This design comes from an exercise in tuning for small area, a short achievable clock period and few clock cycles per item on the open sky130 flow, not from production work.
In this exercise RTL edits were held to simulation tests only and were not proved equivalent to the original.
Power and IR drop assume default switching activity.

==> build 84 <==
==> flow/design.v (excerpt) <==
module gaussian_elim_engine (
    input  logic        clk,
    input  logic        rst,
    input  logic        start,
    output logic        busy,
    output logic        done,
    output logic        c_rd_en,
    output logic [3:0]  c_rd_addr,
    input  logic [31:0] c_rd_data,
    output logic        a_rd_en,
    output logic [7:0]  a_rd_addr,
    input  logic [31:0] a_rd_data,
    output logic        b_rd_en,
    output logic [7:0]  b_rd_addr,
    input  logic [31:0] b_rd_data,
    output logic        st_en,
    output logic [7:0]  st_addr,
    output logic [31:0] st_data
);
    logic       busy_r, done_r, iss_r;
    logic [7:0] cnt_r;               
    logic       c_en_r;
    logic [3:0] c_addr_r;
    logic       v1_r, v2_r, v3_r;
    logic       me1_r, me2_r;        
    logic       z1_r, z2_r;          
    logic       f1_r, f2_r, f3_r;    
    logic       l1_r, l2_r, l3_r;    
    logic [7:0] ad1_r, ad2_r;
    logic       st_en_r;
    logic [7:0] st_addr_r;
    wire [3:0] cnt_row = cnt_r[4:1];
    wire [3:0] cnt_col = {cnt_r[7:5], cnt_r[0]};
    wire [7:0] cnt_nxt = cnt_r + 8'd1;
    wire       cnt_me  = (cnt_row <= cnt_col) && (cnt_row != 4'd15);
    always_ff @(posedge clk) begin
        if (rst) begin
            busy_r  <= 1'b0;
            done_r  <= 1'b0;
  ...
==> flow/config.mk <==
export PLATFORM = sky130hd
export DESIGN_NAME = gaussian_elim_engine
export DESIGN_NICKNAME = gaussian_elim_engine
export VERILOG_FILES = /design/flow/design.v
export SDC_FILE = /design/flow/constraint.sdc
export NUM_CORES = 4
export LEC_CHECK = 0
export CAP_MARGIN = 20
export CORE_MARGIN = 2
export CORE_UTILIZATION = 40
export SETUP_SLACK_MARGIN = 5
export SLEW_MARGIN = 20
export SYNTH_HIERARCHICAL = 1
export SYNTH_MINIMUM_KEEP_SIZE = 0
==> flow/constraint.sdc <==
create_clock -name core_clock -period 10.0 [get_ports {clk}]
set_input_delay 2.0000 -clock core_clock [delete_from_list [all_inputs] [get_ports {clk}]]
set_output_delay 2.0000 -clock core_clock [all_outputs]
set_load 0.01 [all_outputs]
standard.sh (not shown) runs the stock make flow with config.mk's settings and CLKGATE_MAP_FILE= SYNTH_SCRIPT=/design/flow/synth_recipe.tcl, a recipe that flattens the netlist after the stock synthesis.
==> flow/flow/run.sh <==
#!/bin/bash
# The standard layout (standard.sh), with the port buffers that ORFS adds
# made of sky130_fd_sc_hd__buf_2 cells instead of the default pick.
set -euo pipefail
sed 's|"\${@:-finish}"|BUFFER_PORTS_ARGS="-buffer_cell sky130_fd_sc_hd__buf_2" "${@:-finish}"|' standard.sh > standard_bufports.sh
grep -q BUFFER_PORTS_ARGS standard_bufports.sh
bash standard_bufports.sh > standard.log 2>&1
==> trial 80 (differences from build 84) <==
==> flow/flow/run.sh (replaced) <==
#!/bin/bash
# The standard layout (standard.sh), with the port buffers that ORFS adds
# made of sky130_fd_sc_hd__buf_1 cells instead of the default pick.
set -euo pipefail
sed 's|"\${@:-finish}"|BUFFER_PORTS_ARGS="-buffer_cell sky130_fd_sc_hd__buf_1" "${@:-finish}"|' standard.sh > standard_bufports.sh
grep -q BUFFER_PORTS_ARGS standard_bufports.sh
bash standard_bufports.sh > standard.log 2>&1
--- a/flow/config.mk
+++ b/flow/config.mk
@@ -8,5 +8,5 @@
 export CAP_MARGIN = 20
 export CORE_MARGIN = 2
-export CORE_UTILIZATION = 40
+export CORE_UTILIZATION = 60
 export SETUP_SLACK_MARGIN = 5
 export SLEW_MARGIN = 20
==> build 94 (differences from build 84) <==
==> flow/flow/run.sh (replaced) <==
#!/bin/bash
# The standard layout (standard.sh), with the port buffers that ORFS adds
# made of sky130_fd_sc_hd__buf_1 cells instead of the default pick.
set -euo pipefail
sed 's|"\${@:-finish}"|BUFFER_PORTS_ARGS="-buffer_cell sky130_fd_sc_hd__buf_1" "${@:-finish}"|' standard.sh > standard_bufports.sh
grep -q BUFFER_PORTS_ARGS standard_bufports.sh
bash standard_bufports.sh > standard.log 2>&1
==> summary of the runs <==
In area after synthesis, trial 80 and build 84 do not differ.
Design area, lowest first: trial 80, build 94, build 84.
In flip-flop and latch count, trial 80 and build 94 do not differ.
Setup slack, highest first: build 94, build 84, trial 80.
Sequential share of layout area, lowest first: build 84, build 94, trial 80.
The highest global-route usage belongs to trial 80, the lowest to build 94.
The lowest clock skew belongs to trial 80, the highest to build 84.
Synthesized cell count is the same in trial 80 and build 94.
==> figures <==
|  | trial 80 | build 94 | build 84 |
|---|---|---|---|
| Status | complete, no violations | complete, no violations | complete, no violations |
| Power drawn by the clock network | 1.21 mW | 1.28 mW | 1.34 mW |
| Post-DR wirelength/cell | 24.5 um | 23.7 um | 23.6 um |
| Non-clock buffer share of cell area | 0.0409 | 0.0399 | 0.0486 |
| Detailed-route wire length on metal 1 | 24,400 um | 26,900 um | 26,800 um |
| Worst-case setup margin in the final layout | 6140 ps | 6180 ps | 6180 ps |
| Tapcells inserted | 448 | 680 | 680 |
| PwrDens | 282 nW/um^2 | 286 nW/um^2 | 287 nW/um^2 |
| Launch point of the critical path | xn_r[15] | xn_r[18] | bon_r[7] |
| Count of TritonRoute iterations in the first routing pass | 6 | 6 | 5 |
| Reg clk slew, reported paths | 70 ps | 60 ps | 60 ps |
| Slew at the pin with the worst max-slew slack | 1020 ps | 1080 ps | 947 ps |
| Total Power | 6.37 mW | 6.56 mW | 6.66 mW |
| VDD IR-drop max | 0.247 mV | 0.154 mV | 0.149 mV |
| Timing endpoint of the critical path | t1_r[29] | t1_r[28] | t1_r[30] |
| Count of placed standard cells including taps | 2,376 | 2,607 | 2,608 |
| CTS buffer count | 30 | 35 | 34 |
| Vias after detailed routing | 14,900 | 14,800 | 14,800 |
Testbench counts of build 84, summed over its fixed seeds: cycles 16,696, runs 64.
Testbench counts of trial 80, summed over its fixed seeds: cycles 16,696, runs 64.
Testbench counts of build 94, summed over its fixed seeds: cycles 16,696, runs 64.


==> run a <==
Another version of the RTL of gaussian_elim_engine (not shown whole).
clock: 10.0 ns
lec_check: 0
cap_margin: 20
core_margin: 2
core_utilization: 40
setup_slack_margin: 5
slew_margin: 20
synth_hierarchical: 1
synth_minimum_keep_size: 0
==> flow/flow/run.sh <==
#!/bin/bash
# The standard layout (standard.sh) with two changes: the port buffers that
# ORFS adds are sky130_fd_sc_hd__buf_1 cells, and clock tree synthesis adds no
# dummy loads.
set -euo pipefail
sed 's|"\${@:-finish}"|BUFFER_PORTS_ARGS="-buffer_cell sky130_fd_sc_hd__buf_1" CTS_ARGS="-sink_clustering_enable -repair_clock_nets -dont_use_dummy_load" "${@:-finish}"|' standard.sh > standard_mod.sh
grep -q dont_use_dummy_load standard_mod.sh
bash standard_mod.sh > standard.log 2>&1
==> run b: changes against run a <==
==> flow/flow/run.sh (replaced) <==
#!/bin/bash
# The standard layout (standard.sh), with the port buffers that ORFS adds
# made of sky130_fd_sc_hd__buf_1 cells instead of the default pick.
set -euo pipefail
sed 's|"\${@:-finish}"|BUFFER_PORTS_ARGS="-buffer_cell sky130_fd_sc_hd__buf_1" "${@:-finish}"|' standard.sh > standard_bufports.sh
grep -q BUFFER_PORTS_ARGS standard_bufports.sh
bash standard_bufports.sh > standard.log 2>&1
==> comparison table <==
item                                                                  run b             run a
Status                                             timing/DRC/antenna clean  timing/DRC/antenna clean
Proportion of cell area occupied by registers                         0.253             0.256
Min-delay src                                              ad1_r[0]$_DFF_P_  ad1_r[3]$_DFF_P_
Global-route met3 utilization                                        0.0892            0.0862
Part of the total power dissipated in sequential elements             0.233             0.239
Final critical-path share of the clock period                         0.380             0.382
Switching power summed over all nets                                3.97 mW           3.89 mW
Vias per Instance                                                      5.51              5.54
Combined global-route utilization of all metal layers                 0.256             0.255
Leakage power of the design                                         10.9 nW           10.8 nW
Power density normalized to cell area                           331 nW/um^2       327 nW/um^2
Post-route clock skew                                             0.0229 ns         0.0694 ns
Part of the power in the clock network                                0.162             0.143
Setup slack of the critical path after layout                       6.20 ns           6.18 ns
Required time at the worst-slack endpoint                          10.43 ns          10.39 ns
Worst slew margin relative to its limit                               0.349             0.341
Testbench counts of run a, summed over its fixed seeds: cycles 16,696, runs 64.
Testbench counts of run b, summed over its fixed seeds: cycles 16,696, runs 64.

## static timing again, ports no longer ideal
The flow's constraints put no driver on any port. The routed layouts listed below were extracted and timed again, unchanged, in two steps. Step 1 sets driving cells, clkbuf_16 on the clock port and buf_2 on the other inputs (assumed; they add their load-dependent delay and slew). Step 2 adds t to the input delays and takes it off the output delays; t is the mean of the earliest and latest rising clock arrival at the registers after step 1. Input paths then give back, and output paths get back, about the clock's delay inside the block. a / b / c = no drivers / after step 1 / after step 2; a / b = the first two.
| run | t, ns | slack for setup (ns) | worst data-port slew with drivers (ns) |
|---|---|---|---|
| build 84 | 0.596 | 6.176 / 6.176 / 6.176 | 0.07 |
| trial 80 | 0.629 | 6.136 / 6.136 / 6.136 | 0.06 |
| build 94 | 0.609 | 6.183 / 6.183 / 6.180 | 0.07 |
| run a | 0.595 | 6.181 / 6.181 / 6.181 | 0.05 |
| run b | 0.623 | 6.199 / 6.199 / 6.199 | 0.05 |
After both steps every run listed still meets setup and hold. The setup slack of build 94, which loses most, moves by 0.000 ns with the drivers and by -0.003 ns with both steps.
